Source: an optimization exercise on an open RTL-to-GDS flow (aim: small area). Production flows keep margins and buffers that such runs may drop. In this exercise RTL edits were held to simulation tests only and were not proved equivalent to the original. No activity file was given, so power comes from the tool's default toggle rates. The flow treats the clock pin as an ideal source, which a real chip does not have.

## P
==> flow/design.v <==
package eeprom_cfg_pkg;
    localparam int DEV_W     = 3;
    localparam int BUS_DEV_W = 7;
    localparam logic [BUS_DEV_W-DEV_W-1:0] DEV_PREFIX = '0;
    localparam int ADDR_W = 16;
    localparam int LEN_W  = 8;
    localparam int DATA_W = 8;
    localparam int FIFO_DEPTH = 256;
    typedef logic [DATA_W-1:0] data_t;
    typedef logic [ADDR_W-1:0] addr_t;
    typedef logic [LEN_W-1:0]  len_t;
endpackage
package eeprom_op_pkg;
    typedef enum logic [1:0] {
        OP_WRITE = 2'd1,
        OP_READ  = 2'd2
    } op_type_e;
    typedef enum logic [3:0] {
        ST_IDLE   = 4'd0,    
        ST_REST   = 4'd1,    
        ST_ISSUE  = 4'd2,    
        ST_WAIT   = 4'd3,    
        ST_NEXT   = 4'd4,    
        ST_SET0   = 4'd5,    
        ST_SET1   = 4'd6,
        ST_SET2   = 4'd7,
        ST_SET3   = 4'd8,
        ST_FIRST  = 4'd9,    
        ST_DRAIN  = 4'd10    
    } seq_state_e;
endpackage
`timescale 1ns/100ps
module sync_fifo #(
    parameter int WIDTH = eeprom_cfg_pkg::DATA_W,
    parameter int DEPTH = eeprom_cfg_pkg::FIFO_DEPTH - 1
) (
    input  logic             i_clk,
    input  logic             i_push,
    input  logic [WIDTH-1:0] i_din,
    input  logic [7:0]       i_sel,
    input  logic             i_take,
    output logic [WIDTH-1:0] o_dout
);
    logic [DEPTH*WIDTH-1:0]     mem;
    always_ff @(posedge i_clk)
    begin
        if (i_push)
            mem <= {mem[(DEPTH-1)*WIDTH-1:0], i_din};
    end
    logic [31:0]      row_hit;
    logic [7:0]       col_hit;
    logic [WIDTH-1:0] trip [8][11];
    logic [WIDTH-1:0] grp [8];
    logic [WIDTH-1:0] pick;
    function automatic logic [WIDTH-1:0] term(input int p, input logic s);
        term = (p < DEPTH) ? ({WIDTH{s}} & mem[p*WIDTH +: WIDTH]) : '0;
    endfunction
    always_comb
    begin
        for (int i = 0; i < 32; i++)
            row_hit[i] = (i_sel[7:3] == 5'(i));
        for (int i = 0; i < 8; i++)
            col_hit[i] = (i_sel[2:0] == 3'(i));
        for (int g = 0; g < 8; g++)
        begin
            for (int t = 0; t < 11; t++)
            begin
                trip[g][t] = term(8*(3*t) + g, row_hit[3*t]);
                if (3*t + 1 < 32)
                    trip[g][t] = trip[g][t] | term(8*(3*t + 1) + g, row_hit[(3*t + 1) % 32]);
                if (3*t + 2 < 32)
                    trip[g][t] = trip[g][t] | term(8*(3*t + 2) + g, row_hit[(3*t + 2) % 32]);
            end
            grp[g] = '0;
            for (int t = 0; t < 11; t++)
                grp[g] = grp[g] | trip[g][t];
        end
        pick = '0;
        for (int g = 0; g < 8; g++)
            pick = pick | ({WIDTH{col_hit[g]}} & grp[g]);
    end
    always_ff @(posedge i_clk)
    begin
        if (i_take)
            o_dout <= pick;
    end
endmodule
`timescale 1ns/100ps
module eeprom_op_sequencer (
    input  logic                                i_clk,
    input  logic                                i_rst,
    input  logic [eeprom_cfg_pkg::DEV_W-1:0]     i_req_dev,
    input  eeprom_cfg_pkg::addr_t                i_req_addr,
    input  eeprom_cfg_pkg::len_t                 i_req_len,
    input  logic [1:0]                          i_req_type,
    input  logic                                i_req_valid,
    output logic                                o_req_ready,
    output logic [eeprom_cfg_pkg::BUS_DEV_W-1:0] o_op_dev,
    output eeprom_cfg_pkg::addr_t                o_op_addr,
    output eeprom_cfg_pkg::len_t                 o_op_len,
    output logic [1:0]                          o_op_type,
    output logic                                o_op_valid,
    input  logic                                i_op_ready,
    input  logic                                i_push,
    input  logic                                i_pull,
    output logic [7:0]                          o_cnt,
    output logic                                o_take,
    output logic                                o_sop,
    output logic                                o_eop,
    output logic                                o_valid
);
    eeprom_op_pkg::seq_state_e state;
    eeprom_op_pkg::seq_state_e state_nxt;
    logic [eeprom_cfg_pkg::DEV_W-1:0] dev_q;
    eeprom_cfg_pkg::len_t              len_q;
    logic                              is_read;
    logic                              ready_d;
    logic                              accept;
    logic                              take;
    logic                              ready_rise;
    logic                              drain;
    logic                              cnt_last;
    assign o_req_ready = (state == eeprom_op_pkg::ST_IDLE);
    assign o_op_valid  = (state == eeprom_op_pkg::ST_ISSUE);
    assign o_sop       = (state == eeprom_op_pkg::ST_FIRST);
    assign o_valid     = (state == eeprom_op_pkg::ST_FIRST) || (state == eeprom_op_pkg::ST_DRAIN);
    assign cnt_last    = (o_cnt == 8'hff);
    assign o_eop       = o_valid && cnt_last;
    assign accept     = i_req_valid && o_req_ready;
    assign take       = o_op_valid && i_op_ready;
    assign ready_rise = i_op_ready && !ready_d;
    assign drain      = (state == eeprom_op_pkg::ST_SET3) || (o_valid && !cnt_last);
    assign o_take     = i_pull || drain;
    assign o_op_dev  = {eeprom_cfg_pkg::DEV_PREFIX, dev_q};
    assign o_op_type = is_read ? eeprom_op_pkg::OP_READ : eeprom_op_pkg::OP_WRITE;
    assign o_op_len  = is_read ? eeprom_cfg_pkg::len_t'(1) : len_q;
    always_comb
    begin
        state_nxt = state;
        case (state)
            eeprom_op_pkg::ST_IDLE:
                if (accept)
                    state_nxt = eeprom_op_pkg::ST_ISSUE;
            eeprom_op_pkg::ST_REST:
                state_nxt = eeprom_op_pkg::ST_IDLE;
            eeprom_op_pkg::ST_ISSUE:
                if (take)
                    state_nxt = eeprom_op_pkg::ST_WAIT;
            eeprom_op_pkg::ST_WAIT:
                if (ready_rise)
                begin
                    if (!is_read)
                        state_nxt = eeprom_op_pkg::ST_REST;
                    else if (o_cnt == len_q - 1'b1)
                        state_nxt = eeprom_op_pkg::ST_SET0;
                    else
                        state_nxt = eeprom_op_pkg::ST_NEXT;
                end
            eeprom_op_pkg::ST_NEXT:
                state_nxt = eeprom_op_pkg::ST_ISSUE;
            eeprom_op_pkg::ST_SET0:
                state_nxt = eeprom_op_pkg::ST_SET1;
            eeprom_op_pkg::ST_SET1:
                state_nxt = eeprom_op_pkg::ST_SET2;
            eeprom_op_pkg::ST_SET2:
                state_nxt = eeprom_op_pkg::ST_SET3;
            eeprom_op_pkg::ST_SET3:
                state_nxt = eeprom_op_pkg::ST_FIRST;
            eeprom_op_pkg::ST_FIRST, eeprom_op_pkg::ST_DRAIN:
                state_nxt = cnt_last ? eeprom_op_pkg::ST_REST : eeprom_op_pkg::ST_DRAIN;
            default:
                state_nxt = eeprom_op_pkg::ST_IDLE;
        endcase
    end
    always_ff @(posedge i_clk or posedge i_rst)
    begin
        if (i_rst)
        begin
            state   <= eeprom_op_pkg::ST_IDLE;
            ready_d <= 1'b1;
            o_cnt   <= '1;
        end
        else
        begin
            state   <= state_nxt;
            ready_d <= i_op_ready;
            if (i_push)
                o_cnt <= o_cnt + 1'b1;
            else if (o_take)
                o_cnt <= o_cnt - 1'b1;
        end
    end
    always_ff @(posedge i_clk)
    begin
        if (accept)
        begin
            len_q     <= i_req_len;
            dev_q     <= i_req_dev;
            o_op_addr <= i_req_addr;
            is_read   <= (i_req_type == eeprom_op_pkg::OP_READ);
        end
        else if (state == eeprom_op_pkg::ST_NEXT)
            o_op_addr <= o_op_addr + 1'b1;
    end
endmodule
`timescale 1ns/100ps
module eeprom_ctrl (
    input  logic                                i_clk,
    input  logic                                i_rst,
    output logic [eeprom_cfg_pkg::BUS_DEV_W-1:0] o_operation_device,
    output eeprom_cfg_pkg::addr_t                o_operation_addr,
    output eeprom_cfg_pkg::len_t                 o_operation_len,
    output logic [1:0]                          o_operation_type,
    output logic                                o_operation_valid,
    input  logic                                i_operation_ready,
    output eeprom_cfg_pkg::data_t                o_write_data,
    input  logic                                i_write_req,
    input  eeprom_cfg_pkg::data_t                i_read_data,
    input  logic                                i_read_valid,
    input  logic [eeprom_cfg_pkg::DEV_W-1:0]     i_user_device_addr,
    input  eeprom_cfg_pkg::addr_t                i_user_operate_addr,
    input  eeprom_cfg_pkg::len_t                 i_user_operate_len,
    input  logic [1:0]                          i_user_operate_type,
    input  logic                                i_user_operate_valid,
    output logic                                o_user_operate_ready,
    input  eeprom_cfg_pkg::data_t                i_user_write_data,
    input  logic                                i_user_write_valid,
    output eeprom_cfg_pkg::data_t                o_user_read_data,
    output logic                                o_user_read_sop,
    output logic                                o_user_read_eop,
    output logic                                o_user_read_valid
);
    logic                  push;
    eeprom_cfg_pkg::data_t din;
    eeprom_cfg_pkg::data_t dout;
    logic [7:0]            cnt;
    logic                  take;
    assign push = i_user_write_valid || i_read_valid;
    assign din  = ({8{i_read_valid}} & i_read_data)
                | ({8{i_user_write_valid}} & i_user_write_data);
    sync_fifo u_store (
        .i_clk  (i_clk),
        .i_push (push),
        .i_din  (din),
        .i_sel  (cnt),
        .i_take (take),
        .o_dout (dout)
    );
    assign o_write_data     = dout;
    assign o_user_read_data = dout;
    eeprom_op_sequencer u_sequencer (
        .i_clk       (i_clk),
        .i_rst       (i_rst),
        .i_req_dev   (i_user_device_addr),
        .i_req_addr  (i_user_operate_addr),
        .i_req_len   (i_user_operate_len),
        .i_req_type  (i_user_operate_type),
        .i_req_valid (i_user_operate_valid),
        .o_req_ready (o_user_operate_ready),
        .o_op_dev    (o_operation_device),
        .o_op_addr   (o_operation_addr),
        .o_op_len    (o_operation_len),
        .o_op_type   (o_operation_type),
        .o_op_valid  (o_operation_valid),
        .i_op_ready  (i_operation_ready),
        .i_push      (push),
        .i_pull      (i_write_req),
        .o_cnt       (cnt),
        .o_take      (take),
        .o_sop       (o_user_read_sop),
        .o_eop       (o_user_read_eop),
        .o_valid     (o_user_read_valid)
    );
endmodule
export LEC_CHECK = 0
export CAP_MARGIN = 0
export CORE_MARGIN = 2
export CORE_UTILIZATION = 58
export SLEW_MARGIN = 0
create_clock -name core_clock -period 5.0 [get_ports {i_clk}]
standard.sh (not shown) runs the stock make flow with config.mk's settings and CLKGATE_MAP_FILE= SYNTH_SCRIPT=/design/flow/synth_recipe.tcl, a recipe that flattens the netlist after the stock synthesis.
==> flow/flow/run.sh <==
#!/bin/bash
# Layout flow: the standard layout, with three changes
#  - synthesis maps the logic with an area-oriented ABC script (flow/area.abc);
#    the Yosys steps, and so the registers and their names, are the standard ones
#  - the port buffers are the smallest buffer
#  - the clock tree uses bigger sink clusters and no dummy loads
# Each make run writes its full output to a log of its own here.
set -euo pipefail
W=$(pwd)
export MY_ABC_SCRIPT="$W/flow/area.abc"
ARGS=(
  "SYNTH_SCRIPT=$W/flow/synth.tcl"
  "BUFFER_PORTS_ARGS=-buffer_cell sky130_fd_sc_hd__buf_1"
  "CTS_ARGS=-sink_clustering_enable -repair_clock_nets -sink_clustering_size 31 -sink_clustering_max_diameter 100 -buf_list sky130_fd_sc_hd__clkbuf_16 -dont_use_dummy_load"
)
bash standard.sh "${ARGS[@]}" synth > "$W/synth.log" 2>&1
bash standard.sh "${ARGS[@]}" finish > "$W/layout.log" 2>&1
test -s "$W/out/final.def"
==> flow/flow/area.abc <==
&get -n
&st
&dch
&nf -R 1000
&put
==> flow/flow/synth.tcl <==
proc synth {args} { yosys synth -nofsm -noshare {*}$args }
proc abc {args} {
  set i [lsearch -exact $args -script]
  if { $i >= 0 } { lset args [expr {$i + 1}] $::env(MY_ABC_SCRIPT) }
  yosys abc {*}$args
}
source $::env(SCRIPTS_DIR)/synth.tcl
# left out here: clear keep_hierarchy, flatten, clean up, hide names made inside functions, write 1_2_yosys.v
## Diff of input files: Q against P
--- a/flow/design.v
+++ b/flow/design.v
@@ -70,11 +70,11 @@
                     trip[g][t] = trip[g][t] | term(8*(3*t + 1) + g, row_hit[(3*t + 1) % 32]);
                 if (3*t + 2 < 32)
                     trip[g][t] = trip[g][t] | term(8*(3*t + 2) + g, row_hit[(3*t + 2) % 32]);
             end
-            grp[g] = '0;
-            for (int t = 0; t < 11; t++)
-                grp[g] = grp[g] | trip[g][t];
+            grp[g] = (trip[g][0] | trip[g][1] | trip[g][2] | trip[g][3])
+                   | (trip[g][4] | trip[g][5] | trip[g][6] | trip[g][7])
+                   | (trip[g][8] | trip[g][9] | trip[g][10]);
         end
         pick = '0;
         for (int g = 0; g < 8; g++)
             pick = pick | ({WIDTH{col_hit[g]}} & grp[g]);
Findings:
- All of Q and P finish clean.
- Post-synthesis to final-layout area growth delta (Q -> P): insignificant
- | final area | Q vs P | ≈ equal |
- As of Q, number of non-clock buffers in the layout had risen by more than 10% compared to P.
- u_store.o_dout[7]$_DFFE_PP_ as the worst setup path endpoint was reported by P, and o_user_read_eop by Q.
- Clock power across Q and P: no real change.
- Max post-route fraction of the period consumed by the critical path across Q and P: P
- In Q the proportion of cell area occupied by multi-input gates turned out 0.23 points lower than in P.
- Q gives less power spent charging and discharging nets than P did.
- Q ends up with a count of non-filler cells in the finished layout that is 0.88% higher than in P.
- Delta (Q minus P): final-layout worst hold slack decreased 0.013 ns, maximum clock frequency up 16%.

==> re-timing with driven ports <==
The results above use ideal ports. As a check the final layouts listed here were re-extracted and re-timed, cells and wires unchanged. Step 1 (the two cells are an assumption about what drives the block):
set clk [get_ports {i_clk}]
set_driving_cell -lib_cell sky130_fd_sc_hd__clkbuf_16 $clk
set_driving_cell -lib_cell sky130_fd_sc_hd__buf_2 [delete_from_list [all_inputs] $clk]
Step 2 also shifts input and output timing later by t, the mid clock arrival at the registers, as if the neighbouring blocks saw the same clock. a / b / c = no drivers / after step 1 / after step 2; a / b = the first two.
run	shift t [ns]	setup WS [ns]	hold WS [ns]	worst setup path after step 2
P	0.740	0.704 / 0.704 / 0.704	0.285 / 0.239 / 0.411	register to register
Q	0.757	1.292 / 1.218 / 1.268	0.273 / 0.222 / 0.426	input to register
After both steps setup and hold are still met in every run listed. The setup slack of Q, which loses most, moves by -0.074 ns with the drivers and by -0.024 ns with both steps.
